Source: an optimization exercise on an open RTL-to-GDS flow (aim: a short achievable clock period and few clock cycles). Production flows keep margins and buffers that such runs may drop.
The RTL was checked by simulation tests, not by an equivalence proof against the original design.
Power is estimated from default activity; no workload was simulated.

==> design.v <==
package cpu_pkg;
  typedef logic [31:0] word_t;
  typedef logic [4:0]  reg_idx_t;
  typedef logic [3:0]  byte_en_t;
  localparam word_t    RESET_PC = 32'hbfc00000;
  localparam reg_idx_t LINK_REG = 5'd31;
  localparam int       NUM_REGS = 32;
  typedef enum logic [5:0] {
    OP_SPECIAL = 6'h00,
    OP_J       = 6'h02,
    OP_JAL     = 6'h03,
    OP_BEQ     = 6'h04,
    OP_BNE     = 6'h05,
    OP_ADDIU   = 6'h09,
    OP_ANDI    = 6'h0c,
    OP_ORI     = 6'h0d,
    OP_LUI     = 6'h0f,
    OP_LB      = 6'h20,
    OP_LW      = 6'h23,
    OP_LBU     = 6'h24,
    OP_SB      = 6'h28,
    OP_SW      = 6'h2b
  } opcode_e;
  typedef enum logic [5:0] {
    FN_SLL  = 6'h00,
    FN_ADDU = 6'h21,
    FN_SUBU = 6'h23,
    FN_AND  = 6'h24,
    FN_OR   = 6'h25,
    FN_XOR  = 6'h26,
    FN_SLT  = 6'h2a,
    FN_SLTU = 6'h2b
  } funct_e;
  typedef enum logic [3:0] {
    ALU_ADD, ALU_SUB, ALU_AND, ALU_OR, ALU_XOR,
    ALU_SLT, ALU_SLTU, ALU_SLL, ALU_LUI, ALU_LINK
  } alu_op_e;
  typedef enum logic [2:0] {
    MEM_NONE, MEM_LW, MEM_LB, MEM_LBU, MEM_SW, MEM_SB
  } mem_op_e;
endpackage
`timescale 1ns/1ps
module cpu_core (
  input  logic        clk,
  input  logic        arst_n_i,
  input  logic        bus_stall_i,
  output logic        inst_sram_en_o,
  output logic [31:0] inst_sram_addr_o,
  input  logic [31:0] inst_sram_rdata_i,
  output logic        data_sram_en_o,
  output logic [3:0]  data_sram_wen_o,
  output logic [31:0] data_sram_addr_o,
  output logic [31:0] data_sram_wdata_o,
  input  logic [31:0] data_sram_rdata_i,
  output logic [31:0] debug_wb_pc_o,
  output logic [3:0]  debug_wb_rf_wen_o,
  output logic [4:0]  debug_wb_rf_wnum_o,
  output logic [31:0] debug_wb_rf_wdata_o
);
  localparam logic [19:0] PAGE = 20'hbfc00;
  logic run;
  assign run = !bus_stall_i;
  logic [9:0]  f_pc, f_pc_h;   
  logic [9:0]  f_pc_n;
  logic        i_v;            
  logic [9:0]  i_pc;
  logic        h_v;            
  logic [31:0] h_ir;
  logic [9:0]  h_pc;
  logic        h_tk;
  logic [9:0]  h_tgt;
  logic [31:0] i_ir;
  logic [5:0]  i_op;
  logic        i_same, i_jmp, i_tk;
  logic [9:0]  i_tgt;
  logic [9:0]  i_sum;
  assign i_ir   = inst_sram_rdata_i;
  assign i_op   = i_ir[31:26];
  assign i_same = (i_ir[25:21] == i_ir[20:16]);
  logic i_hi0, i_isbr;
  assign i_hi0  = !i_ir[31] && !i_ir[30] && !i_ir[29];
  assign i_jmp  = i_hi0 && !i_ir[28] && i_ir[27];
  assign i_isbr = i_hi0 && i_ir[28] && !i_ir[27];
  logic i_lpx;
  assign i_tk   = i_jmp || (i_isbr && !i_lpx &&
                            ((!i_ir[26] && (i_same || i_ir[15])) || (i_ir[26] && !i_same)));
  assign i_sum  = f_pc_h + i_ir[9:0];
  assign i_tgt  = i_jmp ? i_ir[9:0] : i_sum;
  logic        src_v, src_tk;
  logic [31:0] src_ir;
  logic [9:0]  src_pc, src_tgt;
  assign src_v   = h_v | i_v;
  assign src_ir  = h_v ? h_ir : i_ir;
  assign src_pc  = h_v ? h_pc : i_pc;
  assign src_tk  = h_v ? h_tk : (i_v & i_tk);
  assign src_tgt = h_v ? h_tgt : i_tgt;
  logic       hazard;      
  logic       r_take;      
  logic       d_take;      
  logic       go;          
  logic       redirect;    
  logic [9:0] redir_pc;
  logic       accept;
  assign accept = r_take | !src_v;
  logic [9:0] pc_inc;
  logic       fs_red, fs_hold, fs_inc, fs_htgt, fs_ijmp, fs_ibr, fs_new;
  assign pc_inc  = f_pc_h + 10'd1;
  assign fs_new  = !redirect && accept;
  assign fs_red  = redirect;
  assign fs_hold = !redirect && !accept;
  assign fs_inc  = fs_new && !src_tk;
  assign fs_htgt = fs_new && h_v && h_tk;
  assign fs_ijmp = fs_new && !h_v && i_v && i_tk && i_jmp;
  assign fs_ibr  = fs_new && !h_v && i_v && i_tk && !i_jmp;
  assign f_pc_n = ({10{fs_red}} & redir_pc) | ({10{fs_hold}} & f_pc_h) | ({10{fs_inc}} & pc_inc) |
                  ({10{fs_htgt}} & h_tgt) | ({10{fs_ijmp}} & i_ir[9:0]) | ({10{fs_ibr}} & i_sum);
  always_ff @(posedge clk or negedge arst_n_i) begin
    if (!arst_n_i) begin
      f_pc_h <= '0;
      i_v    <= 1'b0;
      h_v    <= 1'b0;
    end else begin
      if (run) begin
        f_pc_h <= f_pc_n;
        i_v    <= accept & !redirect;
        if (redirect || r_take) begin
          h_v <= 1'b0;
        end else if (i_v) begin
          h_v <= 1'b1;
        end
      end
    end
  end
  localparam int LP_N = 4;
  logic [LP_N-1:0] lp_v, lp_conf;
  logic [9:0]      lp_tag  [LP_N];
  logic [7:0]      lp_trip [LP_N];
  logic [7:0]      lp_cnt  [LP_N];
  logic [1:0]      lp_ptr;
  logic            lpx_n;
  always_comb begin
    lpx_n = 1'b0;
    for (int k = 0; k < LP_N; k++) begin
      if (lp_v[k] && lp_conf[k] && (lp_tag[k] == f_pc_h) && (lp_cnt[k] == lp_trip[k])) begin
        lpx_n = 1'b1;
      end
    end
  end
  always_ff @(posedge clk or negedge arst_n_i) begin
    if (!arst_n_i) begin
      i_lpx <= 1'b0;
    end else if (run) begin
      i_lpx <= lpx_n;
    end
  end
  always_ff @(posedge clk) begin
    if (run) begin
      i_pc <= f_pc_h;
      if (!h_v) begin
        h_ir  <= i_ir;
        h_pc  <= i_pc;
        h_tk  <= i_tk;
        h_tgt <= i_tgt;
      end
    end
  end
  logic go_a;
  assign go_a = arst_n_i && run;
  always_ff @(posedge clk) begin
    f_pc <= ({10{go_a && fs_red}} & redir_pc) | ({10{go_a && fs_hold}} & f_pc_h) |
            ({10{go_a && fs_inc}} & pc_inc) | ({10{go_a && fs_htgt}} & h_tgt) |
            ({10{go_a && fs_ijmp}} & i_ir[9:0]) | ({10{go_a && fs_ibr}} & i_sum) |
            ({10{arst_n_i && !run}} & f_pc_h);
  end
  assign inst_sram_en_o   = 1'b1;
  assign inst_sram_addr_o = {PAGE, f_pc, 2'b00};
  logic        r_v, r_pred;
  logic [31:0] r_ir;
  logic [9:0]  r_pc;
  logic [4:0]  r_rs, r_rt;
  logic [5:0]  s_op, s_fn;
  logic        s_rok, s_sll, s_load, s_store, s_jal;
  logic        s_uses_rs, s_uses_rt, s_mem, s_writes, s_wreg;
  logic [4:0]  s_dest;
  logic [31:0] s_rs_oh, s_rt_oh;
  assign s_op      = r_ir[31:26];
  assign s_fn      = r_ir[5:0];
  assign s_sll     = (s_op == 6'h00) && (s_fn == 6'h00);
  assign s_rok     = (s_op == 6'h00) && ((s_fn == 6'h21) || (s_fn == 6'h23) || (s_fn == 6'h24) ||
                     (s_fn == 6'h25) || (s_fn == 6'h26) || (s_fn == 6'h2a) || (s_fn == 6'h2b) || s_sll);
  assign s_load    = (s_op == 6'h20) || (s_op == 6'h23) || (s_op == 6'h24);
  assign s_store   = (s_op == 6'h28) || (s_op == 6'h2b);
  assign s_jal     = (s_op == 6'h03);
  assign s_mem     = s_load || s_store;
  assign s_uses_rs = (s_rok && !s_sll) || (s_op == 6'h09) || (s_op == 6'h0c) || (s_op == 6'h0d) ||
                     (s_op == 6'h04) || (s_op == 6'h05);
  assign s_uses_rt = s_rok || s_store || (s_op == 6'h04) || (s_op == 6'h05);
  assign s_writes  = s_rok || (s_op == 6'h09) || (s_op == 6'h0c) || (s_op == 6'h0d) ||
                     (s_op == 6'h0f) || s_load || s_jal;
  assign s_dest    = s_rok ? r_ir[15:11] : (s_jal ? 5'd31 : r_ir[20:16]);
  assign s_wreg    = s_writes && (s_dest != 5'd0);
  always_comb begin
    for (int k = 0; k < 32; k++) begin
      s_rs_oh[k] = (r_ir[25:21] == k[4:0]);
      s_rt_oh[k] = (r_ir[20:16] == k[4:0]);
    end
  end
  assign r_take = !r_v || d_take;
  assign r_rs   = r_ir[25:21];
  assign r_rt   = r_ir[20:16];
  always_ff @(posedge clk or negedge arst_n_i) begin
    if (!arst_n_i) begin
      r_v <= 1'b0;
    end else if (run) begin
      if (redirect) begin
        r_v <= 1'b0;
      end else if (r_take) begin
        r_v <= src_v;
      end
    end
  end
  always_ff @(posedge clk) begin
    if (run && r_take) begin
      r_ir      <= src_ir;
      r_pc      <= src_pc;
      r_pred    <= src_tk;
    end
  end
  logic [31:0] rf [1:31];
  logic [31:0] rd_rs, rd_rt;
  always_comb begin
    rd_rs = '0;
    rd_rt = '0;
    for (int k = 1; k < 32; k++) begin
      rd_rs = rd_rs | ({32{s_rs_oh[k]}} & rf[k]);
      rd_rt = rd_rt | ({32{s_rt_oh[k]}} & rf[k]);
    end
  end
  logic        d_v;
  logic [31:0] d_ir;
  logic [9:0]  d_pc;
  logic        d_pred;
  logic [31:0] d_rsv, d_rtv;    
  logic [5:0]  d_op, d_fn;
  logic [4:0]  d_rs, d_rt, d_dest;
  logic        f_addu, f_subu, f_and, f_or, f_xor, f_slt, f_sltu, f_sll, r_ok;
  logic        o_addiu, o_andi, o_ori, o_lui, o_lb, o_lw, o_lbu, o_sb, o_sw;
  logic        o_beq, o_bne, o_j, o_jal;
  logic        d_load, d_store, d_mem, d_uses_rs, d_uses_rt, d_wreg;
  logic        d_sub, d_useimm, d_zero_a, d_add;
  logic [31:0] d_simm, d_imm;
  assign d_op = d_ir[31:26];
  assign d_fn = d_ir[5:0];
  assign d_rs = d_ir[25:21];
  assign d_rt = d_ir[20:16];
  assign f_addu = (d_op == 6'h00) && (d_fn == 6'h21);
  assign f_subu = (d_op == 6'h00) && (d_fn == 6'h23);
  assign f_and  = (d_op == 6'h00) && (d_fn == 6'h24);
  assign f_or   = (d_op == 6'h00) && (d_fn == 6'h25);
  assign f_xor  = (d_op == 6'h00) && (d_fn == 6'h26);
  assign f_slt  = (d_op == 6'h00) && (d_fn == 6'h2a);
  assign f_sltu = (d_op == 6'h00) && (d_fn == 6'h2b);
  assign f_sll  = (d_op == 6'h00) && (d_fn == 6'h00);
  assign r_ok   = f_addu | f_subu | f_and | f_or | f_xor | f_slt | f_sltu | f_sll;
  assign o_addiu = (d_op == 6'h09);
  assign o_andi  = (d_op == 6'h0c);
  assign o_ori   = (d_op == 6'h0d);
  assign o_lui   = (d_op == 6'h0f);
  assign o_lb    = (d_op == 6'h20);
  assign o_lw    = (d_op == 6'h23);
  assign o_lbu   = (d_op == 6'h24);
  assign o_sb    = (d_op == 6'h28);
  assign o_sw    = (d_op == 6'h2b);
  assign o_beq   = (d_op == 6'h04);
  assign o_bne   = (d_op == 6'h05);
  assign o_j     = (d_op == 6'h02);
  assign o_jal   = (d_op == 6'h03);
  assign d_load    = o_lb | o_lw | o_lbu;
  assign d_store   = o_sb | o_sw;
  assign d_sub    = f_subu | f_slt | f_sltu;
  assign d_add    = f_addu | o_addiu | o_lui | o_jal;
  assign d_useimm = o_addiu | o_andi | o_ori | o_lui | o_jal;
  assign d_zero_a = o_lui | o_jal;
  assign d_simm   = {{16{d_ir[15]}}, d_ir[15:0]};
  assign d_imm    = o_addiu ? d_simm :
                    o_lui   ? {d_ir[15:0], 16'h0000} :
                    o_jal   ? {PAGE, d_pc, 2'b00} + 32'd8 :
                              {16'h0000, d_ir[15:0]};
  logic        e_wreg, e_load;
  logic [4:0]  e_dest;
  logic [31:0] e_res, e_a, e_y;
  logic        m_wreg, m_load;
  logic [4:0]  m_dest;
  logic [31:0] m_res, m_val, ld_val;
  logic        t_wreg;
  logic [4:0]  t_dest;
  logic [31:0] t_val;
  logic rs_se, rs_sml, rs_sv;
  logic rt_se, rt_sml, rt_sv;
  logic c_rs_d, c_rs_e, c_rs_m, c_rt_d, c_rt_e, c_rt_m;
  logic h_rs_e, h_rs_m, h_rt_e, h_rt_m;
  logic n_rs_e, n_rs_m, n_rt_e, n_rt_m, n_rs_w, n_rt_w;
  assign c_rs_d = go && d_wreg && (d_dest == r_rs);
  assign c_rt_d = go && d_wreg && (d_dest == r_rt);
  assign c_rs_e = e_wreg && (e_dest == r_rs);
  assign c_rt_e = e_wreg && (e_dest == r_rt);
  assign c_rs_m = m_wreg && (m_dest == r_rs);
  assign c_rt_m = m_wreg && (m_dest == r_rt);
  assign h_rs_e = e_wreg && (e_dest == d_rs);
  assign h_rt_e = e_wreg && (e_dest == d_rt);
  assign h_rs_m = m_wreg && (m_dest == d_rs);
  assign h_rt_m = m_wreg && (m_dest == d_rt);
  assign n_rs_e = d_take && c_rs_d;
  assign n_rt_e = d_take && c_rt_d;
  assign n_rs_m = d_take ? c_rs_e : h_rs_e;
  assign n_rt_m = d_take ? c_rt_e : h_rt_e;
  assign n_rs_w = d_take ? c_rs_m : h_rs_m;
  assign n_rt_w = d_take ? c_rt_m : h_rt_m;
  always_ff @(posedge clk or negedge arst_n_i) begin
    if (!arst_n_i) begin
      {rs_se, rs_sml, rs_sv} <= 3'b001;
      {rt_se, rt_sml, rt_sv} <= 3'b001;
    end else if (run) begin
      rs_se  <= n_rs_e;
      rs_sml <= !n_rs_e && n_rs_m && e_load;
      rs_sv  <= !n_rs_e && !(n_rs_m && e_load);
      rt_se  <= n_rt_e;
      rt_sml <= !n_rt_e && n_rt_m && e_load;
      rt_sv  <= !n_rt_e && !(n_rt_m && e_load);
    end
  end
  assign hazard = d_v && ((d_uses_rs && rs_se && e_load) ||
                          (d_uses_rt && rt_se && e_load) ||
                          (d_mem && (rs_se || rs_sml)));
  assign d_take = !d_v || !hazard;
  assign go = d_v && !hazard;
  always_ff @(posedge clk or negedge arst_n_i) begin
    if (!arst_n_i) begin
      d_v <= 1'b0;
    end else if (run) begin
      if (d_take) begin
        d_v <= r_v & !redirect;
      end
    end
  end
  always_ff @(posedge clk) begin
    if (run && d_take) begin
      d_ir      <= r_ir;
      d_pc      <= r_pc;
      d_pred    <= r_pred;
      d_mem     <= s_mem;
      d_uses_rs <= s_uses_rs;
      d_uses_rt <= s_uses_rt;
      d_wreg    <= s_wreg;
      d_dest    <= s_dest;
    end
  end
  logic rs_ue, rs_um, rs_urd, rs_uh, rt_ue, rt_um, rt_urd, rt_uh;
  assign rs_ue  = run && n_rs_m && !e_load;
  assign rt_ue  = run && n_rt_m && !e_load;
  assign rs_um  = run && !n_rs_m && n_rs_w;
  assign rt_um  = run && !n_rt_m && n_rt_w;
  assign rs_urd = run && d_take && !c_rs_e && !c_rs_m;
  assign rt_urd = run && d_take && !c_rt_e && !c_rt_m;
  assign rs_uh  = !(rs_ue || rs_um || rs_urd);
  assign rt_uh  = !(rt_ue || rt_um || rt_urd);
  always_ff @(posedge clk) begin
    d_rsv <= ({32{rs_ue && e_s_add}} & e_sum) | ({32{rs_ue && e_s_sub}} & ~e_sum) | ({32{rs_ue}} & e_oth) | ({32{rs_um}} & m_val) | ({32{rs_urd}} & rd_rs) | ({32{rs_uh}} & d_rsv);
    d_rtv <= ({32{rt_ue && e_s_add}} & e_sum) | ({32{rt_ue && e_s_sub}} & ~e_sum) | ({32{rt_ue}} & e_oth) | ({32{rt_um}} & m_val) | ({32{rt_urd}} & rd_rt) | ({32{rt_uh}} & d_rtv);
  end
  logic        d_br;
  logic [9:0]  d_tgt, d_fall;
  assign d_br   = o_beq || o_bne;
  assign d_tgt  = d_pc + 10'd1 + d_ir[9:0];
  assign d_fall = d_pc + 10'd2;
  logic [31:0] e_b;
  logic [31:0] e_a_n, e_b_n, e_y_n;
  logic        a_e, a_ml, a_v;
  logic        b_e, b_ml, b_v;
  logic        y_e, y_ml, y_v, y_imm;
  logic [31:0] a_inv;
  assign a_e  = run && !d_zero_a && rs_se;
  assign a_ml = run && !d_zero_a && rs_sml;
  assign a_v  = run && !d_zero_a && rs_sv;
  assign b_e  = run && rt_se;
  assign b_ml = run && rt_sml;
  assign b_v  = run && rt_sv;
  assign y_e  = run && !d_useimm && rt_se;
  assign y_ml = run && !d_useimm && rt_sml;
  assign y_v  = run && !d_useimm && rt_sv;
  assign y_imm = run && d_useimm;
  assign a_inv  = {32{d_sub}};
  assign e_a_n = ({32{a_e && (e_s_add ^ (d_sub && e_as))}} & e_sum) | ({32{a_e && (e_s_sub ^ (d_sub && e_as))}} & ~e_sum) | ({32{a_e && !e_as}} & (e_oth ^ a_inv)) |
                 ({32{a_ml}} & (ld_val ^ a_inv)) | ({32{a_v}} & (d_rsv ^ a_inv)) |
                 ({32{!run}} & e_a);
  assign e_b_n = ({32{b_e && e_s_add}} & e_sum) | ({32{b_e && e_s_sub}} & ~e_sum) | ({32{b_e}} & e_oth) | ({32{b_ml}} & ld_val) | ({32{b_v}} & d_rtv) |
                 ({32{!run}} & e_b);
  assign e_y_n = ({32{y_e && e_s_add}} & e_sum) | ({32{y_e && e_s_sub}} & ~e_sum) | ({32{y_e}} & e_oth) | ({32{y_ml}} & ld_val) |
                 ({32{y_v}} & d_rtv) | ({32{y_imm}} & d_imm) | ({32{!run}} & e_y);
  always_ff @(posedge clk) begin
    e_a <= e_a_n;
    e_b <= e_b_n;
    e_y <= e_y_n;
  end
  logic [31:0] ag_sum;
  assign ag_sum = d_rsv + d_simm;
  logic [31:0] st_v;
  assign st_v = ({32{rt_se && e_s_add}} & e_sum) | ({32{rt_se && e_s_sub}} & ~e_sum) | ({32{rt_se}} & e_oth) | ({32{rt_sml}} & ld_val) | ({32{rt_sv}} & d_rtv);
  logic        rq_en;
  logic [3:0]  rq_wen;
  logic [31:0] rq_wdata;
  logic        q_en_h;
  logic [3:0]  q_wen_h;
  logic [31:0] q_addr_h, q_wdata_h;
  assign rq_en    = go && d_mem;
  assign rq_wen   = o_sw ? 4'b1111 : (o_sb ? (4'b0001 << ag_sum[1:0]) : 4'b0000);
  assign rq_wdata = o_sb ? {4{st_v[7:0]}} : st_v;
  always_ff @(posedge clk or negedge arst_n_i) begin
    if (!arst_n_i) begin
      q_en_h <= 1'b0;
    end else if (run) begin
      q_en_h <= rq_en;
    end
  end
  always_ff @(posedge clk) begin
    data_sram_en_o <= (run & rq_en) | (!run & q_en_h);
  end
  always_ff @(posedge clk) begin
    data_sram_addr_o  <= ({32{run}} & ag_sum) | ({32{!run}} & q_addr_h);
    data_sram_wen_o   <= ({4{run}} & rq_wen) | ({4{!run}} & q_wen_h);
    data_sram_wdata_o <= ({32{run}} & rq_wdata) | ({32{!run}} & q_wdata_h);
    if (run) begin
      q_addr_h  <= ag_sum;
      q_wen_h   <= rq_wen;
      q_wdata_h <= rq_wdata;
    end
  end
  logic        e_v, e_br, e_bne, e_pred, e_back;
  logic        e_lw, e_sx;
  logic [3:0]  e_lsel;
  logic        e_s_add, e_s_sub, e_as, e_s_and, e_s_or, e_s_xor, e_s_slt, e_s_sltu, e_s_sll;
  logic [4:0]  e_sa;
  logic [9:0]  e_pc, e_tgt, e_fall;
  always_ff @(posedge clk or negedge arst_n_i) begin
    if (!arst_n_i) begin
      e_v    <= 1'b0;
      e_wreg <= 1'b0;
      e_load <= 1'b0;
      e_br   <= 1'b0;
    end else if (run) begin
      e_v    <= go;
      e_wreg <= go && d_wreg;
      e_load <= go && d_load;
      e_br   <= go && d_br;
    end
  end
  always_ff @(posedge clk) begin
    if (run) begin
      e_dest   <= d_dest;
      e_bne    <= o_bne;
      e_back   <= d_ir[15];
      e_pred   <= d_pred;
      e_lw     <= o_lw;
      e_sx     <= o_lb;
      e_lsel   <= 4'b0001 << ag_sum[1:0];
      e_s_add  <= d_add;
      e_s_sub  <= f_subu;
      e_s_and  <= f_and | o_andi;
      e_s_or   <= f_or | o_ori;
      e_s_xor  <= f_xor;
      e_s_slt  <= f_slt;
      e_s_sltu <= f_sltu;
      e_s_sll  <= f_sll;
      e_sa     <= d_ir[10:6];
      e_pc     <= d_pc;
      e_tgt    <= d_tgt;
      e_fall   <= d_fall;
    end
  end
  logic [32:0] e_s33;
  logic [31:0] e_sum, e_sll_v, e_oth;
  logic        e_cout, e_lt, e_ltu, e_eq, e_taken;
  assign e_s33   = {1'b0, e_a} + {1'b0, e_y};
  assign e_sum   = e_s33[31:0];
  assign e_cout  = e_s33[32];
  assign e_as    = e_s_add || e_s_sub;
  assign e_lt    = (e_a[31] == e_b[31]) ? !e_a[31] : e_cout;
  assign e_ltu   = e_cout;
  assign e_sll_v = e_b << e_sa;
  assign e_oth = ({32{e_s_and}}  & (e_a & e_y)) |
                 ({32{e_s_or}}   & (e_a | e_y)) |
                 ({32{e_s_xor}}  & (e_a ^ e_y)) |
                 ({32{e_s_slt}}  & {31'd0, e_lt}) |
                 ({32{e_s_sltu}} & {31'd0, e_ltu}) |
                 ({32{e_s_sll}}  & e_sll_v);
  assign e_res = ({32{e_s_add}} & e_sum) | ({32{e_s_sub}} & ~e_sum) | e_oth;
  assign e_eq     = (e_a == e_b);
  assign e_taken  = e_eq ^ e_bne;
  logic [LP_N-1:0] lp_hit;
  logic            lp_any;
  always_comb begin
    for (int k = 0; k < LP_N; k++) begin
      lp_hit[k] = lp_v[k] && (lp_tag[k] == e_pc);
    end
  end
  assign lp_any = |lp_hit;
  always_ff @(posedge clk or negedge arst_n_i) begin
    if (!arst_n_i) begin
      lp_v    <= '0;
      lp_conf <= '0;
      lp_ptr  <= '0;
    end else if (run && e_br && e_back) begin
      for (int k = 0; k < LP_N; k++) begin
        if (lp_hit[k]) begin
          if (e_taken) begin
            if (lp_cnt[k] == lp_trip[k]) lp_conf[k] <= 1'b0;
          end else begin
            lp_conf[k] <= 1'b1;
          end
        end
      end
      if (!lp_any && e_taken) begin
        lp_v[lp_ptr]    <= 1'b1;
        lp_conf[lp_ptr] <= 1'b0;
        lp_ptr          <= lp_ptr + 2'd1;
      end
    end
  end
  always_ff @(posedge clk) begin
    if (run && e_br && e_back) begin
      for (int k = 0; k < LP_N; k++) begin
        if (lp_hit[k]) begin
          if (e_taken) begin
            if (lp_cnt[k] != 8'hff) lp_cnt[k] <= lp_cnt[k] + 8'd1;
          end else begin
            lp_trip[k] <= lp_cnt[k];
            lp_cnt[k]  <= 8'd0;
          end
        end
      end
      if (!lp_any && e_taken) begin
        lp_tag[lp_ptr] <= e_pc;
        lp_cnt[lp_ptr] <= 8'd1;
      end
    end
  end
  assign redirect = e_br && (e_taken != e_pred);
  assign redir_pc = e_taken ? e_tgt : e_fall;
  logic        m_lw, m_sx;
  logic [3:0]  m_lsel;
  logic [9:0]  m_pc;
  logic [7:0]  m_byte;
  always_ff @(posedge clk or negedge arst_n_i) begin
    if (!arst_n_i) begin
      m_wreg <= 1'b0;
      m_load <= 1'b0;
    end else if (run) begin
      m_wreg <= e_wreg;
      m_load <= e_load;
    end
  end
  always_ff @(posedge clk) begin
    if (run) begin
      m_dest <= e_dest;
      m_res  <= e_res;
      m_lw   <= e_lw;
      m_sx   <= e_sx;
      m_lsel <= e_lsel;
      m_pc   <= e_pc;
    end
  end
  assign m_byte = ({8{m_lsel[0]}} & data_sram_rdata_i[7:0]) |
                  ({8{m_lsel[1]}} & data_sram_rdata_i[15:8]) |
                  ({8{m_lsel[2]}} & data_sram_rdata_i[23:16]) |
                  ({8{m_lsel[3]}} & data_sram_rdata_i[31:24]);
  assign ld_val = m_lw ? data_sram_rdata_i : {{24{m_sx & m_byte[7]}}, m_byte};
  assign m_val  = m_load ? ld_val : m_res;
  always_ff @(posedge clk or negedge arst_n_i) begin
    if (!arst_n_i) begin
      for (int i = 1; i < 32; i++) begin
        rf[i] <= '0;
      end
    end else if (run && m_wreg) begin
      rf[m_dest] <= m_val;
    end
  end
  logic [9:0] t_pc_h, t_pc;
  logic       t_wen;
  always_ff @(posedge clk or negedge arst_n_i) begin
    if (!arst_n_i) begin
      t_wreg <= 1'b0;
    end else if (run) begin
      t_wreg <= m_wreg;
    end
  end
  always_ff @(posedge clk) begin
    t_wen <= (run & m_wreg) | (!run & t_wreg);
  end
  always_ff @(posedge clk) begin
    t_pc                <= ({10{run}} & m_pc) | ({10{!run}} & t_pc_h);
    debug_wb_rf_wnum_o  <= ({5{run}} & m_dest) | ({5{!run}} & t_dest);
    debug_wb_rf_wdata_o <= ({32{run}} & m_val) | ({32{!run}} & t_val);
    if (run) begin
      t_pc_h <= m_pc;
      t_dest <= m_dest;
      t_val  <= m_val;
    end
  end
  assign debug_wb_rf_wen_o = {4{t_wen}};
  assign debug_wb_pc_o     = {PAGE, t_pc, 2'b00};
endmodule
==> flow/run.sh <==
#!/bin/bash
# The standard layout (standard.sh, with its synthesis unchanged) with
# two settings changed for how the layout is made; the SDC is not touched:
# - timing repair aims at a shorter clock than the SDC's (setup margin),
# - the ports get buf_8 buffers instead of the default small buffer.
# Each ORFS step writes its own log under orfs/logs; make's output goes to
# standard.log.
set -euo pipefail
bash standard.sh SETUP_SLACK_MARGIN=6.5 \
  "BUFFER_PORTS_ARGS=-buffer_cell sky130_fd_sc_hd__buf_8" \
  finish > standard.log 2>&1
==> standard.sh <==
#!/bin/bash
# synth_recipe.tcl (not shown) runs the flow's synth.tcl, then flattens the netlist and writes it again
# the make line also repeats each setting of config.mk as NAME=value (left out here)
make -C /OpenROAD-flow-scripts/flow DESIGN_CONFIG=/design/flow/config.mk WORK_HOME=/design/flow/orfs CLKGATE_MAP_FILE= SYNTH_SCRIPT=/design/flow/synth_recipe.tcl "${@:-finish}"
==> config.mk <==
export PLATFORM = sky130hd
export DESIGN_NAME = cpu_core
export DESIGN_NICKNAME = cpu_core
export VERILOG_FILES = /design/flow/design.v
export SDC_FILE = /design/flow/constraint.sdc
export NUM_CORES = 8
export LEC_CHECK = 0
export CAP_MARGIN = 20
export CORE_MARGIN = 2
export CORE_UTILIZATION = 30
export SLEW_MARGIN = 20
==> constraint.sdc <==
create_clock -name core_clock -period 9.5 [get_ports {clk}]
set_input_delay 1.9000 -clock core_clock [delete_from_list [all_inputs] [get_ports {clk}]]
set_output_delay 1.9000 -clock core_clock [all_outputs]
set_load 0.01 [all_outputs]
==> results of run 1 <==
area by class of cell:
type / count / area share, %
Inverter: 193 / 0.632
Timing Repair Buffer: 1252 / 13.0
Clock inverter: 101 / 1.12
Clock buffer: 250 / 4.45
Multi-Input combinational cell: 6323 / 38.4
Antenna cell: 56 / 0.116
Tap cell: 3919 / 4.05
Timing Repair inverter: 1 / 0.00724
Sequential cell: 1803 / 38.2
cell families after synthesis:
group           Yosys count  synth area share [%]
mux                     221                  3.22
buf+inv                 992                  4.48
other cells               2               0.00847
compound gates         3054                  22.9
xor+xnor                342                  3.38
simple gates           2494                  12.5
flops                  1803                  51.6
fa+ha+maj               131                  1.88
worst max-delay path, cell delays in order:
cell and delay [ps]:
buf_8 90, or3_4 390, or4b_4 500, a41o_4 290, o21a_4 230, o211a_4 280, a221oi_2 250, a211oi_1 70
a221o_1 310, and2_1 160
cell usage in the layout, fill, tap and decap left out, drive strengths merged, types with 29 or more instances in the layout:
master,Yosys,routed
nor2,331,333
ha,125,125
o22ai,41,41
nor4,62,62
xnor2,209,209
dfxtp,319,319
inv,191,197
mux4,36,36
xor2,133,133
a22oi,558,558
nor2b,29,29
clkbuf,685,272
a221oi,207,207
a211oi,37,37
dfrtp,1028,1028
a21o,74,102
mux2i,65,65
a221o,53,53
conb,2,45
nand3,247,247
o21ai,1242,1242
diode,0,56
or4,43,43
nand4,118,118
a22o,190,190
edfxtp,454,454
o221ai,40,40
buf,114,1208
a21oi,264,264
clkinv,2,66
o211ai,34,34
nand2,1396,1399
a222oi,136,136
and2,33,33
mux2,120,120
nand2b,40,40
nor3,90,91
report_power, final:
part / leakage [nW] / switching, mW / internal [mW]
logic: 24.4 / 4.84 / 3.47
clock network: 3.30 / 3.50 / 4.60
registers: 21.2 / 1.28 / 9.12
per-layer routing:
| metal | vias up | share of wire (%) |
|---|---|---|
| met5 | - | 0.43 |
| met4 | 54 | 12 |
| met3 | 3427 | 16 |
| met2 | 9145 | 39 |
| met1 | 43660 | 32 |
| li1 | 35030 | - |
registers in the layout, indices dropped and copies added (netlist names), 32 cells and up:
register	cells
debug_wb_rf_wdata_o	32
data_sram_wdata_o	32
d_rtv	32
r_ir	32
m_res	32
q_wdata_h	32
rf	992
q_addr_h	32
e_a	32
lp_trip	32
e_y	32
h_ir	32
d_ir	32
lp_tag	40
e_b	32
d_rsv	32
data_sram_addr_o	32
t_val	32
lp_cnt	32
what timing repair did:
item,4_1_cts,5_1_grt
buffers inserted,518,255
pin swaps,338,463
resized for setup,1476,743
setup endpoints to repair,2441,1546
gates cloned,79,35
hold buffers,0,0
per-stage QoR:
step	hold slack, ps	utilization, %
after floorplan	400	-
after global placement	401	32.6
final	405	41.1
after global routing	413	41.1
after detailed placement	406	32.6
after CTS	401	39.0
worst paths after layout:
check                                       from  cells after the start       endpoint  slack [ps]
min reg2reg                               d_pred                      0         e_pred         410
max in group asynchronous               arst_n_i                      3     rf[15][16]        6730
max reg2reg                               e_a[6]                     10  q_wdata_h[25]        5950
min                                       d_pred                      0         e_pred         410
max                        inst_sram_rdata_i[31]                     10        f_pc[1]        5830
min in group asynchronous               arst_n_i                      1         t_wreg        1080
==> run notes, run 1 <==
multi-input logic area=46500 µm²; actual slew at the worst max-slew pin=between 1000 and 1500 ps; Mapped Avg Cell Area=9.81 µm²; CP Data Arrival Time=4470 ps; H-tree levels=4; met1 Resource Use GR=34.2%; fin area=about 120000 µm²; Clock Path Buffers=3; Tot GR Track Use=between 30% and 40%; RSZ-0062 raised after global routing=true; Rows=199; Die ar.=300000 µm²; min cycle time layout=3670 ps; max-slew violation count=0; top cell type's share of synthesized area=29.0%; Cell Count, Final, Fillers Out=between 10000 and 15000; Cells after DPL=between 10000 and 15000; Core Footprint=294000 µm²; EDFF count, synth=454; CTS Root Cell=clkbuf_16; MaxCap Viol Count=0; Yosys reg bits=1803; Ports=242; initial antenna violation count=42; Tot Pwr=26.8 mW; Die Width=roughly 550 µm; Hold Fails Final Rpt=0; count leader, synth=nand2_1; drt pass-1 iters=15; Leakage=48.9 nW; Most used DFF post-synth=dfrtp_1; status=complete, no violations; CTS tree=yes; Post-Synthesis Cells=roughly 9000; Sequential Area=46200 µm²; Yosys cell types=approximately 110; vias per inst=6.57; Peak supply drop=approximately 240 µV; Initial Util=30.2%; # clock sinks=between 1500 and 2000; crit share post-route=between 30% and 40%; Worst Skew=110 ps; DPL Wire Length=261000 µm; M2 GR Usage=42.2%; Antenna Violating Nets Remaining=0; grt ovf=0; Finish-stage setup viols=0; Max Fclk=around 0.27 GHz; GRT busiest layer=met2; largest net degree at the start of global routing=102; Clock transition at path regs=70 ps; setup TNS=0 ps; Area growth, synth to finish=36.3%; power density cells=222 nW/µm²; Hold Path Class=flop to flop; Synth top cells by count=nand2_1 (1395), o21ai_0 (1229), dfrtp_1 (1028); Area contributors post-synth=dfrtp_1 (29%), edfxtp_1 (15%), dfxtp_1 (7.2%); Setup Crit Path Kind=input pin to flop; Nets=9959; Placed Area=95700 µm²; drt drc=0; Slew headroom=15.3%; cts bufs inserted=between 150 and 200; crit path max fanout=6; total wire length=493000 µm; synth warn=3; port bufs=roughly 200; fill count=27279; required time of the critical path=just over 10000 ps; share of layout cells above drive strength 1=29.8%; async set-reset flop share out of synthesis=a little under three fifths; Avg WL per Cell=35.4 µm; met3 GRT Util=between 10% and 20%; type of origin of the critical path=input pin; dpl ws=4150 ps; gp weighted congestion=0.999; later-pin clock latency in the skew report=between 900 and 1000 ps; Mapped Area=88700 µm²; first-pass GRT wire length=650000 µm; sequential share of the synthesized area=roughly half; PnR worst setup slack=~6000 ps; via count=91316; dominant cell type by area after synthesis=dfrtp_1; CP Capture Type=flop; vias in the first global route=between 80000 and 90000; die height=between 500 and 600 µm; 1st-iter DRT viols=between 15000 and 20000
Testbench counts, summed over its fixed seeds: cycles 113,183.
==> run 2: changes to the inputs <==
--- a/design.v
+++ b/design.v
@@ -40,6 +40,50 @@
   } mem_op_e;
 endpackage
 `timescale 1ns/1ps
+module fetch_pred (
+  input  logic        arst_n_i,
+  input  logic        run,
+  input  logic [31:0] i_ir,       
+  input  logic        i_v,        
+  input  logic        i_lpx,      
+  input  logic [9:0]  f_pc_h,     
+  input  logic        h_v,        
+  input  logic        h_tk,
+  input  logic [9:0]  h_tgt,
+  input  logic        accept,     
+  output logic        i_tk,       
+  output logic [9:0]  i_tgt,      
+  output logic [9:0]  f_pc_n,     
+  output logic [9:0]  f_pc_o      
+);
+  logic       i_same, i_hi0, i_jmp, i_isbr;
+  logic [9:0] i_sum, pc_inc;
+  logic       fs_hold, fs_inc, fs_htgt, fs_ijmp, fs_ibr, fs_new, src_tk, go_a;
+  assign i_same = (i_ir[25:21] == i_ir[20:16]);
+  assign i_hi0  = !i_ir[31] && !i_ir[30] && !i_ir[29];
+  assign i_jmp  = i_hi0 && !i_ir[28] && i_ir[27];
+  assign i_isbr = i_hi0 && i_ir[28] && !i_ir[27];
+  assign i_tk   = i_jmp || (i_isbr && !i_lpx &&
+                            ((!i_ir[26] && (i_same || i_ir[15])) || (i_ir[26] && !i_same)));
+  assign i_sum  = f_pc_h + i_ir[9:0];
+  assign i_tgt  = i_jmp ? i_ir[9:0] : i_sum;
+  assign pc_inc = f_pc_h + 10'd1;
+  assign src_tk  = h_v ? h_tk : (i_v && i_tk);
+  assign fs_new  = accept;
+  assign fs_hold = !accept;
+  assign fs_inc  = fs_new && !src_tk;
+  assign fs_htgt = fs_new && h_v && h_tk;
+  assign fs_ijmp = fs_new && !h_v && i_v && i_tk && i_jmp;
+  assign fs_ibr  = fs_new && !h_v && i_v && i_tk && !i_jmp;
+  assign f_pc_n = ({10{fs_hold}} & f_pc_h) | ({10{fs_inc}} & pc_inc) |
+                  ({10{fs_htgt}} & h_tgt) | ({10{fs_ijmp}} & i_ir[9:0]) | ({10{fs_ibr}} & i_sum);
+  assign go_a   = arst_n_i && run;
+  assign f_pc_o = ({10{go_a && fs_hold}} & f_pc_h) |
+                  ({10{go_a && fs_inc}} & pc_inc) | ({10{go_a && fs_htgt}} & h_tgt) |
+                  ({10{go_a && fs_ijmp}} & i_ir[9:0]) | ({10{go_a && fs_ibr}} & i_sum) |
+                  ({10{arst_n_i && !run}} & f_pc_h);
+endmodule
+`timescale 1ns/1ps
 module cpu_core (
   input  logic        clk,
   input  logic        arst_n_i,
@@ -70,22 +114,10 @@
   logic        h_tk;
   logic [9:0]  h_tgt;
   logic [31:0] i_ir;
-  logic [5:0]  i_op;
-  logic        i_same, i_jmp, i_tk;
+  logic        i_tk, i_lpx;
   logic [9:0]  i_tgt;
-  logic [9:0]  i_sum;
-  assign i_ir   = inst_sram_rdata_i;
-  assign i_op   = i_ir[31:26];
-  assign i_same = (i_ir[25:21] == i_ir[20:16]);
-  logic i_hi0, i_isbr;
-  assign i_hi0  = !i_ir[31] && !i_ir[30] && !i_ir[29];
-  assign i_jmp  = i_hi0 && !i_ir[28] && i_ir[27];
-  assign i_isbr = i_hi0 && i_ir[28] && !i_ir[27];
-  logic i_lpx;
-  assign i_tk   = i_jmp || (i_isbr && !i_lpx &&
-                            ((!i_ir[26] && (i_same || i_ir[15])) || (i_ir[26] && !i_same)));
-  assign i_sum  = f_pc_h + i_ir[9:0];
-  assign i_tgt  = i_jmp ? i_ir[9:0] : i_sum;
+  logic [9:0]  f_pc_o, f_pc_p, f_pc_q;
+  assign i_ir = inst_sram_rdata_i;
   logic        src_v, src_tk;
   logic [31:0] src_ir;
   logic [9:0]  src_pc, src_tgt;
@@ -102,18 +134,14 @@
   logic [9:0] redir_pc;
   logic       accept;
   assign accept = r_take | !src_v;
-  logic [9:0] pc_inc;
-  logic       fs_red, fs_hold, fs_inc, fs_htgt, fs_ijmp, fs_ibr, fs_new;
-  assign pc_inc  = f_pc_h + 10'd1;
-  assign fs_new  = !redirect && accept;
-  assign fs_red  = redirect;
-  assign fs_hold = !redirect && !accept;
-  assign fs_inc  = fs_new && !src_tk;
-  assign fs_htgt = fs_new && h_v && h_tk;
-  assign fs_ijmp = fs_new && !h_v && i_v && i_tk && i_jmp;
-  assign fs_ibr  = fs_new && !h_v && i_v && i_tk && !i_jmp;
-  assign f_pc_n = ({10{fs_red}} & redir_pc) | ({10{fs_hold}} & f_pc_h) | ({10{fs_inc}} & pc_inc) |
-                  ({10{fs_htgt}} & h_tgt) | ({10{fs_ijmp}} & i_ir[9:0]) | ({10{fs_ibr}} & i_sum);
+  fetch_pred u_fetch_pred (
+    .arst_n_i(arst_n_i), .run(run), .i_ir(i_ir), .i_v(i_v), .i_lpx(i_lpx),
+    .f_pc_h(f_pc_h), .h_v(h_v), .h_tk(h_tk), .h_tgt(h_tgt),
+    .accept(accept),
+    .i_tk(i_tk), .i_tgt(i_tgt), .f_pc_n(f_pc_p), .f_pc_o(f_pc_q)
+  );
+  assign f_pc_n = redirect ? redir_pc : f_pc_p;
+  assign f_pc_o = (arst_n_i && run && redirect) ? redir_pc : f_pc_q;
   always_ff @(posedge clk or negedge arst_n_i) begin
     if (!arst_n_i) begin
       f_pc_h <= '0;
@@ -164,13 +192,8 @@
       end
     end
   end
-  logic go_a;
-  assign go_a = arst_n_i && run;
   always_ff @(posedge clk) begin
-    f_pc <= ({10{go_a && fs_red}} & redir_pc) | ({10{go_a && fs_hold}} & f_pc_h) |
-            ({10{go_a && fs_inc}} & pc_inc) | ({10{go_a && fs_htgt}} & h_tgt) |
-            ({10{go_a && fs_ijmp}} & i_ir[9:0]) | ({10{go_a && fs_ibr}} & i_sum) |
-            ({10{arst_n_i && !run}} & f_pc_h);
+    f_pc <= f_pc_o;
   end
   assign inst_sram_en_o   = 1'b1;
   assign inst_sram_addr_o = {PAGE, f_pc, 2'b00};
@@ -439,7 +462,8 @@
   logic        e_lw, e_sx;
   logic [3:0]  e_lsel;
   logic        e_s_add, e_s_sub, e_as, e_s_and, e_s_or, e_s_xor, e_s_slt, e_s_sltu, e_s_sll;
-  logic [4:0]  e_sa;
+  logic [3:0]  e_sh8;    
+  logic [7:0]  e_sh1;    
   logic [9:0]  e_pc, e_tgt, e_fall;
   always_ff @(posedge clk or negedge arst_n_i) begin
     if (!arst_n_i) begin
@@ -471,7 +495,8 @@
       e_s_slt  <= f_slt;
       e_s_sltu <= f_sltu;
       e_s_sll  <= f_sll;
-      e_sa     <= d_ir[10:6];
+      e_sh8    <= 4'b0001 << d_ir[10:9];
+      e_sh1    <= 8'b00000001 << d_ir[8:6];
       e_pc     <= d_pc;
       e_tgt    <= d_tgt;
       e_fall   <= d_fall;
@@ -486,7 +511,17 @@
   assign e_as    = e_s_add || e_s_sub;
   assign e_lt    = (e_a[31] == e_b[31]) ? !e_a[31] : e_cout;
   assign e_ltu   = e_cout;
-  assign e_sll_v = e_b << e_sa;
+  logic [31:0] e_sll8;
+  always_comb begin
+    e_sll8 = '0;
+    for (int j = 0; j < 4; j++) begin
+      e_sll8 = e_sll8 | ({32{e_sh8[j]}} & (e_b << (8 * j)));
+    end
+    e_sll_v = '0;
+    for (int k = 0; k < 8; k++) begin
+      e_sll_v = e_sll_v | ({32{e_sh1[k]}} & (e_sll8 << k));
+    end
+  end
   assign e_oth = ({32{e_s_and}}  & (e_a & e_y)) |
                  ({32{e_s_or}}   & (e_a | e_y)) |
                  ({32{e_s_xor}}  & (e_a ^ e_y)) |
==> flow/run.sh (replaced) <==
#!/bin/bash
# The standard layout (standard.sh, with its synthesis unchanged; the
# hierarchical synthesis is set in config.mk) with two settings changed for
# how the layout is made; the SDC is not touched:
# - timing repair aims at a shorter clock than the SDC's (setup margin),
# - the ports get buf_8 buffers instead of the default small buffer.
# Each ORFS step writes its own log under orfs/logs; make's output goes to
# standard.log.
set -euo pipefail
bash standard.sh SETUP_SLACK_MARGIN=6.5 \
  "BUFFER_PORTS_ARGS=-buffer_cell sky130_fd_sc_hd__buf_8" \
  finish > standard.log 2>&1
--- a/config.mk
+++ b/config.mk
@@ -9,3 +9,5 @@
 export CORE_MARGIN = 2
 export CORE_UTILIZATION = 30
 export SLEW_MARGIN = 20
+export SYNTH_HIERARCHICAL = 1
+export SYNTH_MINIMUM_KEEP_SIZE = 0
==> run notes, run 2 <==
mux cell area share after synthesis=2.18% (-1.0 points); min cycle time layout=3470 ps (-208 ps); XOR/XNOR share of the synthesized area=3.77% (+0.39 points); Slew headroom=-0.226% (-16 points); Rows=200 (+0.50%); Worst path slowest cell=a221o_1; CP Data Arrival Time=4110 ps (-360 ps); largest registers=rf: 992 flops, lp_tag: 40 flops; Placed Area=96800 µm² (+1.1%); Area growth, synth to finish=34.4%; status=failed layout checks; type of origin of the critical path=flop; Hold Path Depth=0 (unchanged); Reg-to-Reg End=q_wdata_h[20]; WHS=391 ps (-14.9 ps); delay-heaviest family, CP=compound AO/OA/AOI/OAI gates; RSZ-0062 raised after global routing=true; Tot GR Track Use=29.5% (-0.79 points); Yosys reg bits=1810 (+0.39%); drt pass-1 iters=13 (-2); sequential share of the synthesized area=51.6% (-0.054 points); H-tree levels=4 (unchanged); share of layout cells above drive strength 1=28.6% (-1.2 points); Worst Skew=124 ps (+13.8 ps); post-synthesis simple-gate area fraction=12.2% (-0.21 points); worst hold path startpoint=r_ir[4]; Clock transition at path regs=70 ps (about the same); dominant cell type by area after synthesis=dfrtp_1; largest family of logic cells by synthesized area=compound AO/OA/AOI/OAI gates; R2R cell count=13 (+3); Finish-stage setup viols=0 (unchanged); Most used DFF post-synth=dfrtp_1; initial antenna violation count=42 (unchanged); Nets=9936 (-0.23%); vias per inst=6.54 (-0.42%); fin area=120000 µm² (-0.86%); CTS hold repair buffers=0 (unchanged); later-pin clock latency in the skew report=930 ps (about the same); port bufs=196 (unchanged); Die Width=549 µm (+0.28%); Largest register FFs=992 (unchanged); Post-Synth Adder-Cell Area=1.88% (about the same); crit path max fanout=5 (-1); CP Capture Type=flop; Die ar.=302000 µm² (+0.56%); Yosys cell types=108 (+1.9%); Reg2Reg Setup Slack=6030 ps (+80 ps); 1st-iter DRT viols=17922 (-3.7%); die height=549 µm (+0.28%); commonest non-fill, non-tap cell in the layout=nand2_1; Largest Register=rf; Max Fclk=0.289 GHz (+6.0%); CP cell instances=ha_4 -> fa_2 -> a211oi_4 -> o21ai_4 -> buf_6 -> nand4_1 -> o211ai_1 -> a221o_1 -> a211o_1 -> a211oi_2 -> buf_4 -> nand2_2 -> a31o_2; hold path endpoint=d_ir[4]; top cell type's share of synthesized area=28.8% (-0.16 points); synth warn=9 (+6); required time of the critical path=10140 ps (-160 ps); Mapped Avg Cell Area=9.81 µm² (about the same); DPL Wire Length=263000 µm (+0.64%); count leader, synth=nand2_1; most frequent cells in the layout=nand2_1 (1331), o21ai_0 (1051), dfrtp_1 (1025), buf_4 (531), a22oi_1 (503); WP buf/inv=2 (+1); EDFF count, synth=461 (+1.5%); Hold Path Class=flop to flop; # clock sinks=1810 (+0.39%); Initial Util=30.1% (-0.058 points); crit share post-route=36.5% (-2.2 points); Avg WL per Cell=35.0 µm (-1.2%); Synth top cells by count=nand2_1 (1409), o21ai_0 (1249), dfrtp_1 (1028); Clock Path Buffers=4 (+1); total wire length=486000 µm (-1.3%); power density cells=209 nW/µm² (-5.5%); setup TNS=0 ps (unchanged); Antenna Violating Nets Remaining=0 (unchanged); MaxCap Viol Count=0 (unchanged); CP max stage delay=420 ps (-80 ps); actual slew at the worst max-slew pin=1500 ps (+245 ps); CTS tree=yes; SO Faults=slew limit; Mapped Area=89200 µm² (+0.56%); grt ovf=0 (unchanged); via count=90765 (-0.60%); reg-to-reg startpoint=e_a[0]; Peak supply drop=183 µV (-24%); drt drc=0 (unchanged); Post-Synthesis Cells=9092 (+0.59%); CTS Root Cell=clkbuf_16; gp weighted congestion=1.01 (+0.87%); vias in the first global route=82050 (-0.58%); Setup Crit Path Kind=flop to flop; Core Footprint=296000 µm² (+0.76%); Area contributors post-synth=dfrtp_1 (29%), edfxtp_1 (16%), dfxtp_1 (7.2%); async set-reset flop share out of synthesis=56.9% (-0.22 points); max-slew violation count=9 (+9); Ports=242 (unchanged); Leakage=48.4 nW (-1.1%); first-pass GRT wire length=639000 µm (-1.7%); cts bufs inserted=194 (+2.6%); Synth Area in Compound Gates=23.8% (+0.84 points); largest net degree at the start of global routing=185 (+81%); Hold Fails Final Rpt=0 (unchanged)
run 2: changes by cell type after synthesis, moves of 21 or more:
cell | previous run | this run
a222oi_1 | 136 | 166
clkbuf_1 | 684 | 655
a22o_1 | 190 | 270
xor2_1 | 133 | 112
a221oi_1 | 203 | 271
a22oi_1 | 558 | 525
a21oi_1 | 262 | 221
buf_2 | 14 | 45
o22ai_1 | 40 | 6
xnor2_1 | 209 | 270
nor2_1 | 331 | 304
mux4_2 | 26 | 0
run 2: power by group:
part	internal (mW)	total, mW	switching (mW)
sequential	9.03	10.1	1.10
combinational	2.87	6.88	4.01
clock	4.60	8.10	3.50
total	16.5	25.1	8.62
run 2: cells by family (layout without fill, tap and decap cells):
kind of cell,count (synthesis),count (layout)
XOR/XNOR,383,383
adder cells (fa/ha/maj),132,132
other,2,82
flip-flops,1810,1810
AND/OR/NAND/NOR,2455,2457
AO/OA/AOI/OAI,3124,3165
buffers and inverters,1007,1724
multiplexers,179,180
run 2: modules after synthesis (local to each module, per instance):
module | cells | copies in the design
fetch_pred | 196 | 1
cpu_core | 8896 | 1
run 2: cell type report:
| type | count | area, µm² |
|---|---|---|
| fill | 27791 | 176000 |
| sequential | 1810 | 46400 |
| inverter | 200 | 826 |
| multi-input combinational | 6362 | 46400 |
| timing repair buffer | 1169 | 14600 |
| timing repair inverter | 3 | 48.8 |
| clock inverter | 84 | 1050 |
| tap | 3939 | 4930 |
| antenna | 37 | 92.6 |
| clock buffer | 268 | 5510 |
run 2: metrics by stage:
step           worst slack (ps)  util, %  instances  total power [mW]
2_1_floorplan              5360        -       9135              12.4
4_1_cts                    6100     38.2      13490              23.9
3_5_place_dp               4330     32.7      12657              14.6
6_report                   6030     40.5      13872              25.1
3_3_place_gp               4330     32.7      12656              14.5
5_1_grt                    6010     40.4      13842              25.6
run 2: how the worst max path moves through the flow:
stage,slack (ps),depth (start not counted),endpoint,startpoint
after floorplan,5360,11,f_pc[9],bus_stall_i
after global placement,4330,7,rf[31][13],bus_stall_i
after detailed placement,4330,7,rf[30][28],bus_stall_i
after CTS,6100,13,q_wdata_h[20],e_a[0]
after global routing,6010,13,q_wdata_h[20],e_a[0]
final,6030,13,q_wdata_h[20],e_a[0]
run 2: timing repair:
| action | CTS | global route |
|---|---|---|
| setup buffers | 426 | 290 |
| pin swaps | 261 | 411 |
| gates resized for setup | 1243 | 783 |
| gates cloned | 55 | 54 |
| endpoints found under the setup margin | 2115 | 1431 |
run 2: metal layers:
| layer | vias to the layer above | GRT usage (%) | share of wire, % |
|---|---|---|---|
| met3 | 3217 | 14.0 | 16 |
| li1 | 35138 | - | - |
| met2 | 8803 | 42.0 | 39 |
| met4 | 54 | 22.4 | 11 |
| met1 | 43553 | 33.9 | 33 |
| met5 | - | 2.26 | 0.35 |
Testbench counts of run 2, summed over its fixed seeds: cycles 113,183.
==> run 3: changes to the inputs <==
--- a/config.mk
+++ b/config.mk
@@ -8,6 +8,6 @@
 export CAP_MARGIN = 20
 export CORE_MARGIN = 2
 export CORE_UTILIZATION = 30
-export SLEW_MARGIN = 20
+export SLEW_MARGIN = 35
 export SYNTH_HIERARCHICAL = 1
 export SYNTH_MINIMUM_KEEP_SIZE = 0
==> run notes, run 3 <==
status=complete, no violations; Hold Path Depth=0 (unchanged); initial antenna violation count=37 (-12%); largest net degree at the start of global routing=176 (-4.9%); Synth top cells by count=nand2_1 (1409), o21ai_0 (1249), dfrtp_1 (1028); H-tree levels=4 (unchanged); RSZ-0062 raised after global routing=true; Hold Fails Final Rpt=0 (unchanged); Area growth, synth to finish=35.1%; Most used DFF post-synth=dfrtp_1; CTS hold repair buffers=0 (unchanged); Ports=242 (unchanged); CTS Root Cell=clkbuf_16; Die ar.=302000 µm² (unchanged); Final Core Density=40.7% (+0.19 points); hold path endpoint=d_ir[15]; Largest register FFs=992 (unchanged); Worst Skew=132 ps (+8.66 ps); Reg-to-Reg End=q_wdata_h[30]; Reg2Reg Setup Slack=6030 ps (about the same); EDFF count, synth=461 (unchanged); Post-Synth Adder-Cell Area=1.88% (unchanged); crit path max fanout=4 (-1); multi-input logic area=46100 µm² (-0.67%); Max Used Layer=met5; Nets=10020 (+0.85%); R2R cell count=13 (unchanged); metal3 WL=78300 µm (-0.11%); worst hold path startpoint=r_ir[15]; Avg WL per Cell=34.8 µm (-0.70%); reg-to-reg startpoint=e_a[0]; Rows=200 (unchanged); first-pass GRT wire length=647000 µm (+1.4%); Clock Path Buffers=4 (unchanged); Post-Synthesis Cells=9092 (unchanged); largest registers=rf: 992 flops, lp_tag: 40 flops; Tot GR Track Use=29.9% (+0.44 points); Area contributors post-synth=dfrtp_1 (29%), edfxtp_1 (16%), dfxtp_1 (7.2%); WL met2=191000 µm (-0.13%); most frequent cells in the layout=nand2_1 (1333), o21ai_0 (1098), dfrtp_1 (1025), buf_4 (613), a22oi_1 (485); grt ovf=0 (unchanged); power density cells=206 nW/µm² (-1.7%); Peak supply drop=154 µV (-16%); min cycle time layout=3470 ps (+5.03 ps); XOR/XNOR share of the synthesized area=3.77% (unchanged); Yosys reg bits=1810 (unchanged); Mapped Area=89200 µm² (unchanged); fill count=27821 (+0.11%); vias per inst=6.50 (-0.61%); Slew headroom=15.8% (+16 points); Core Footprint=296000 µm² (unchanged); synth warn=9 (unchanged); Leakage=48.6 nW (+0.47%); sequential share of the synthesized area=51.6% (unchanged); setup TNS=0 ps (unchanged); Setup Crit Path Kind=flop to flop; type of origin of the critical path=flop; MaxCap Viol Count=0 (unchanged); Synth Area in Compound Gates=23.8% (unchanged); CP Data Arrival Time=4230 ps (+120 ps); share of layout cells above drive strength 1=29.0% (+0.38 points); Clock transition at path regs=60 ps (about the same); vias in the first global route=82466 (+0.51%); commonest non-fill, non-tap cell in the layout=nand2_1; Antenna Violating Nets Remaining=0 (unchanged); count leader, synth=nand2_1; later-pin clock latency in the skew report=960 ps (+30 ps); top cell type's share of synthesized area=28.8% (unchanged); mux cell area share after synthesis=2.18% (unchanged); dominant cell type by area after synthesis=dfrtp_1; cts bufs inserted=193 (-0.52%); # clock sinks=1810 (unchanged); largest family of logic cells by synthesized area=compound AO/OA/AOI/OAI gates; 1st-iter DRT viols=17479 (-2.5%); port bufs=196 (unchanged); async set-reset flop share out of synthesis=56.9% (unchanged); post-synthesis simple-gate area fraction=12.2% (unchanged); drt pass-1 iters=22 (+9); CP Capture Type=flop; DPL Wire Length=265000 µm (+0.77%); Mapped Avg Cell Area=9.81 µm² (unchanged); Initial Util=30.1% (unchanged); Sequential Area=46400 µm² (about the same); M1 WL=160000 µm (-0.23%); via count=90687 (-0.086%); Finish-stage setup viols=0 (unchanged); crit share post-route=36.5% (+0.053 points); CTS tree=yes; Max Fclk=0.288 GHz (-0.15%); gp weighted congestion=1.01 (unchanged); Yosys cell types=108 (unchanged); Tot Pwr=24.8 mW (-1.3%); total wire length=485000 µm (-0.17%); required time of the critical path=10260 ps (+120 ps); die height=549 µm (unchanged); Largest Register=rf; max-slew violation count=0 (-9); actual slew at the worst max-slew pin=1260 ps (-240 ps); drt drc=0 (unchanged); Die Width=549 µm (unchanged); Hold Path Class=flop to flop
run 3: cell counts after synthesis:
Identical to the previous run, type by type.
run 3: layout make-up:
| type | count | area share, % |
|---|---|---|
| sequential | 1810 | 38.5 |
| multi-input combinational | 6344 | 38.3 |
| timing repair buffer | 1272 | 13.0 |
| clock buffer | 265 | 4.51 |
| tap | 3939 | 4.09 |
| clock inverter | 79 | 0.776 |
| inverter | 200 | 0.674 |
| antenna | 33 | 0.0686 |
| timing repair inverter | 3 | 0.0405 |
run 3: worst max path at each step:
stage,startpoint,end,slack [ps],depth (start not counted)
after detailed placement,bus_stall_i,rf[31][18],4320,7
after floorplan,bus_stall_i,f_pc[9],5360,11
final,e_a[0],q_wdata_h[30],6030,13
after CTS,e_a[0],q_wdata_h[20],6120,13
after global routing,e_y[6],q_wdata_h[30],6010,13
after global placement,bus_stall_i,rf[31][13],4330,7
run 3: logic make-up (layout without fill, tap and decap cells):
kind of cell,Yosys count,count (layout)
buffers and inverters,1007,1819
flip-flops,1810,1810
multiplexers,179,179
XOR/XNOR,383,383
adder cells (fa/ha/maj),132,132
AND/OR/NAND/NOR,2455,2456
AO/OA/AOI/OAI,3124,3149
other,2,78
run 3: Yosys stat by module (local to each module, per instance):
module	copies in the design	cells	flops+latches	cell area, µm²
fetch_pred	1	196	0	1370
cpu_core	1	8896	1810	87800
run 3: worst max-delay path, stage by stage, from the launching register on:
cell	delay [ps]
dfxtp_4	370
ha_4	170
fa_2	280
a211oi_4	100
o21ai_4	290
nand4_4	230
buf_6	180
a211oi_4	340
nor2_4	90
o41ai_4	370
xor2_2	270
mux2i_4	330
buf_12	150
a31o_4	130
run 3: metal layers:
layer | global-route usage [%] | up-vias
li1 | - | 35256
met1 | 33.8 | 43733
met2 | 42.1 | 8533
met3 | 15.0 | 3111
met4 | 24.0 | 54
met5 | 2.03 | -
run 3: per-stage QoR:
step / hold slack [ps] / std cells / worst slack (ps) / instance area (µm²)
6_report: 391 / 13945 / 6030 / 120000
3_3_place_gp: 405 / 12656 / 4330 / 96800
5_1_grt: 385 / 13920 / 6010 / 120000
3_5_place_dp: 405 / 12672 / 4320 / 97200
4_1_cts: 370 / 13556 / 6120 / 114000
2_1_floorplan: 400 / 9135 / 5360 / 90300
run 3: timing repair:
action                     in CTS  in global routing
buffers inserted              482                327
setup endpoints to repair    1937                990
gates resized for setup      1237                658
pin swaps                     302                393
gates cloned                   58                 26
run 3: where the power goes:
part | internal, mW | switching [mW] | total, mW | leakage, nW
clock | 4.47 | 3.44 | 7.90 | 3.12
combinational | 2.82 | 3.92 | 6.74 | 24.2
sequential | 9.03 | 1.12 | 10.1 | 21.3
total | 16.3 | 8.48 | 24.8 | 48.6
==> run 4: changes to the inputs <==
==> flow/run.sh (replaced) <==
#!/bin/bash
# The standard layout (standard.sh, with its synthesis unchanged; the
# hierarchical synthesis is set in config.mk) with settings changed for how
# the layout is made; the SDC is not touched:
# - timing repair aims at a shorter clock than the SDC's (setup margin),
#   without gate cloning (clones added late can overload a net's slew),
# - the ports get buf_8 buffers instead of the default small buffer.
# Each ORFS step writes its own log under orfs/logs; make's output goes to
# standard.log.
set -euo pipefail
bash standard.sh SETUP_SLACK_MARGIN=6.5 SKIP_GATE_CLONING=1 \
  "BUFFER_PORTS_ARGS=-buffer_cell sky130_fd_sc_hd__buf_8" \
  finish > standard.log 2>&1
--- a/config.mk
+++ b/config.mk
@@ -8,6 +8,6 @@
 export CAP_MARGIN = 20
 export CORE_MARGIN = 2
 export CORE_UTILIZATION = 30
-export SLEW_MARGIN = 35
+export SLEW_MARGIN = 20
 export SYNTH_HIERARCHICAL = 1
 export SYNTH_MINIMUM_KEEP_SIZE = 0
==> run notes, run 4 <==
Hold Fails Final Rpt=0 (unchanged); crit path max fanout=5 (+1); largest net degree at the start of global routing=185 (+5.1%); sw power=8.47 mW (about the same); WHS=392 ps (+0.701 ps); Avg WL per Cell=34.4 µm (-1.2%); Worst setup startpoint=e_a[0]; vias per inst=6.46 (-0.65%); Leakage=48.0 nW (-1.4%); most frequent cells in the layout=nand2_1 (1329), o21ai_0 (1100), dfrtp_1 (1025), buf_4 (543), a22oi_1 (498); Power Internal=16.4 mW (+0.75%); Area contributors post-synth=dfrtp_1 (29%), edfxtp_1 (16%), dfxtp_1 (7.2%); Reg-to-Reg End=q_wdata_h[20]; Max Fclk=0.288 GHz (-0.14%); port bufs=196 (unchanged); synth warn=9 (unchanged); drt drc=0 (unchanged); grt ovf=0 (unchanged); required time of the critical path=10150 ps (-110 ps); Reg2Reg Setup Slack=6020 ps (about the same); Synth top cells by count=nand2_1 (1409), o21ai_0 (1249), dfrtp_1 (1028); Worst Skew=119 ps (-13.5 ps); max-slew violation count=0 (unchanged); Nets=9916 (-1.0%); status=complete, no violations; worst hold path startpoint=r_ir[4]; dominant cell type by area after synthesis=dfrtp_1; Largest Register=rf; first-pass GRT wire length=631000 µm (-2.5%); 1st-iter DRT viols=16893 (-3.4%); setup TNS=0 ps (unchanged); type of origin of the critical path=flop; Tot Pwr=24.9 mW (+0.47%); Mapped Avg Cell Area=9.81 µm² (unchanged); sequential power share=40.7% (-0.2 points); Net Sw Frac=34.0% (-0.19 points); Rows=200 (unchanged); Core Footprint=296000 µm² (unchanged); vias in the first global route=81741 (-0.88%); die height=549 µm (unchanged); Ports=242 (unchanged); Mapped Area=89200 µm² (unchanged); EDFF count, synth=461 (unchanged); Placed Area=96800 µm² (-0.44%); Area growth, synth to finish=33.4%; Antenna Violating Nets Remaining=0 (unchanged); crit share post-route=36.6% (+0.051 points); gp weighted congestion=1.01 (unchanged); Setup Crit Path Kind=flop to flop; cts bufs inserted=194 (+0.52%); MaxCap Viol Count=0 (unchanged); hold path endpoint=d_ir[4]; CP Data Arrival Time=4130 ps (-100 ps); clock power share=32.4% (+0.5 points); Clock Path Buffers=4 (unchanged); top cell type's share of synthesized area=28.8% (unchanged); CP Capture Type=flop; count leader, synth=nand2_1; largest registers=rf: 992 flops, lp_tag: 40 flops; Die Width=549 µm (unchanged); drt pass-1 iters=15 (-32%); CTS Root Cell=clkbuf_16; via count=89494 (-1.3%); Finish-stage setup viols=0 (unchanged); Peak supply drop=175 µV (+13%); power density cells=209 nW/µm² (+1.8%); CP max stage delay=450 ps (+80 ps); min cycle time layout=3480 ps (+4.88 ps); CTS hold repair buffers=0 (unchanged); later-pin clock latency in the skew report=930 ps (-30 ps); fin area=119000 µm² (-1.3%); Final Core Density=40.1% (-0.51 points); Slew headroom=15.4% (-0.37 points); initial antenna violation count=39 (+5.4%); Hold Path Depth=0 (unchanged); commonest non-fill, non-tap cell in the layout=nand2_1; Post-Synthesis Cells=9092 (unchanged); Tot GR Track Use=29.0% (-0.86 points); R2R cell count=13 (unchanged); total wire length=476000 µm (-1.9%); # clock sinks=1810 (unchanged); Largest register FFs=992 (unchanged); DPL Wire Length=263000 µm (-0.76%); RSZ-0062 raised after global routing=true; WP buf/inv=2 (unchanged); CTS tree=yes; Most used DFF post-synth=dfrtp_1; reg-to-reg startpoint=e_a[0]; sequential share of the synthesized area=51.6% (unchanged); actual slew at the worst max-slew pin=1270 ps (+4.86 ps); Yosys cell types=108 (unchanged); async set-reset flop share out of synthesis=56.9% (unchanged); Clock transition at path regs=70 ps (about the same); Yosys reg bits=1810 (unchanged); Worst path slowest cell=a221o_1; Hold Path Class=flop to flop; fraction of power consumed by combinational cells=26.9% (-0.3 points); CP cell instances=ha_4 -> fa_2 -> a211oi_4 -> o21ai_4 -> buf_6 -> nand4_1 -> o211ai_1 -> a221o_1 -> a211o_1 -> a211oi_2 -> buf_4 -> nand2_4 -> a31o_2; H-tree levels=4 (unchanged); Die ar.=302000 µm² (unchanged); Initial Util=30.1% (unchanged); share of layout cells above drive strength 1=27.9% (-1.1 points); delay-heaviest family, CP=compound AO/OA/AOI/OAI gates
[run 4: cell counts after synthesis]
Identical to the previous run, type by type.
[run 4: modules after synthesis, one instance, submodules excluded]
module / cells / area [µm²] / flip-flops and latches
cpu_core: 8896 / 87800 / 1810
fetch_pred: 196 / 1370 / 0
[run 4: metrics by stage]
stage          instances  setup WS (ps)
2_1_floorplan       9135           5360
3_3_place_gp       12656           4330
3_5_place_dp       12657           4330
4_1_cts            13470           6100
5_1_grt            13819           6000
6_report           13851           6020
[run 4: how the worst max path moves through the flow]
stage          cells past startpoint  slack [ps]            end
6_report                          13        6020  q_wdata_h[20]
3_5_place_dp                       7        4330     rf[30][28]
2_1_floorplan                     11        5360        f_pc[9]
3_3_place_gp                       7        4330     rf[31][13]
4_1_cts                           13        6100  q_wdata_h[20]
5_1_grt                           13        6000  q_wdata_h[20]
[run 4: cell families after synthesis]
| logic type | count (synthesis) | synth area share, % |
|---|---|---|
| AOI/OAI and AO/OA | 3124 | 23.8 |
| xor gates and xnor gates | 383 | 3.77 |
| adders and majority gates | 132 | 1.88 |
| buffers and inverters | 1007 | 4.55 |
| DFF | 1810 | 51.6 |
| muxes | 179 | 2.18 |
| other | 2 | 0.00842 |
| and+or+nand+nor | 2455 | 12.2 |
[run 4: routing by layer]
layer,vias up,wire length (µm),global-route usage [%],share of wire (%)
met5,-,1140,0.712,0.24
met3,2992,72600,12.8,15
met1,43085,160000,33.7,34
met2,8385,190000,41.5,40
li1,34983,-,-,-
met4,49,52000,23.1,11
[run 4: final cells by class]
class,instances,area (µm²)
clock inverters,84,1050
fillers,27920,177000
multi-input cells,6318,45500
diodes,36,90.1
repair buffers,1196,14600
clock buffers,268,5510
inverters,200,826
flip-flops and latches,1810,46400
well taps,3939,4930
[run 4: timing repair]
action,in CTS,in global routing
setup buffers,461,344
pin swaps,262,347
gates resized for setup,1222,661
endpoints found under the setup margin,2115,1189
[run 4: power groups by stage]
stage               clock (mW)  sequential, mW  combinational (mW)
global route              8.37            10.2                6.93
floorplan                    0            9.66                2.70
global placement             0            10.2                4.33
CTS                       8.07            10.1                5.75
finish                    8.08            10.1                6.70
detailed placement           0            10.2                4.42

[afterwards: timing with drivers on the ports]
How much do the figures lean on ideal ports? The routed layouts below were timed once more, with nothing changed but the port constraints. Step 1 assumes that a clkbuf_16 drives the clock port and a buf_2 every other input. Step 2 moves the port delays by t, midway between the first and last clock arrival at a register: inputs arrive t later, outputs are due t later. That takes back most of the time a late clock gives input paths. Slacks: ideal ports / drivers / drivers and shift; pairs: ideal ports / drivers.
run | t (ns) | setup WS [ns] | hold WS [ns] | latest minus earliest clock arrival (ns)
run 1 | 0.987 | 5.827 / 5.891 / 4.904 | 0.405 / 0.405 / 0.405 | 0.111 / 0.111
run 2 | 0.982 | 6.035 / 6.015 / 5.242 | 0.391 / 0.391 / 0.391 | 0.125 / 0.125
run 3 | 1.010 | 6.030 / 5.966 / 5.227 | 0.391 / 0.391 / 0.391 | 0.140 / 0.140
run 4 | 0.978 | 6.025 / 6.013 / 5.184 | 0.392 / 0.392 / 0.392 | 0.120 / 0.120
For run 1, which loses most, drivers alone change the setup slack by +0.064 ns; drivers and shift together by -0.923 ns.
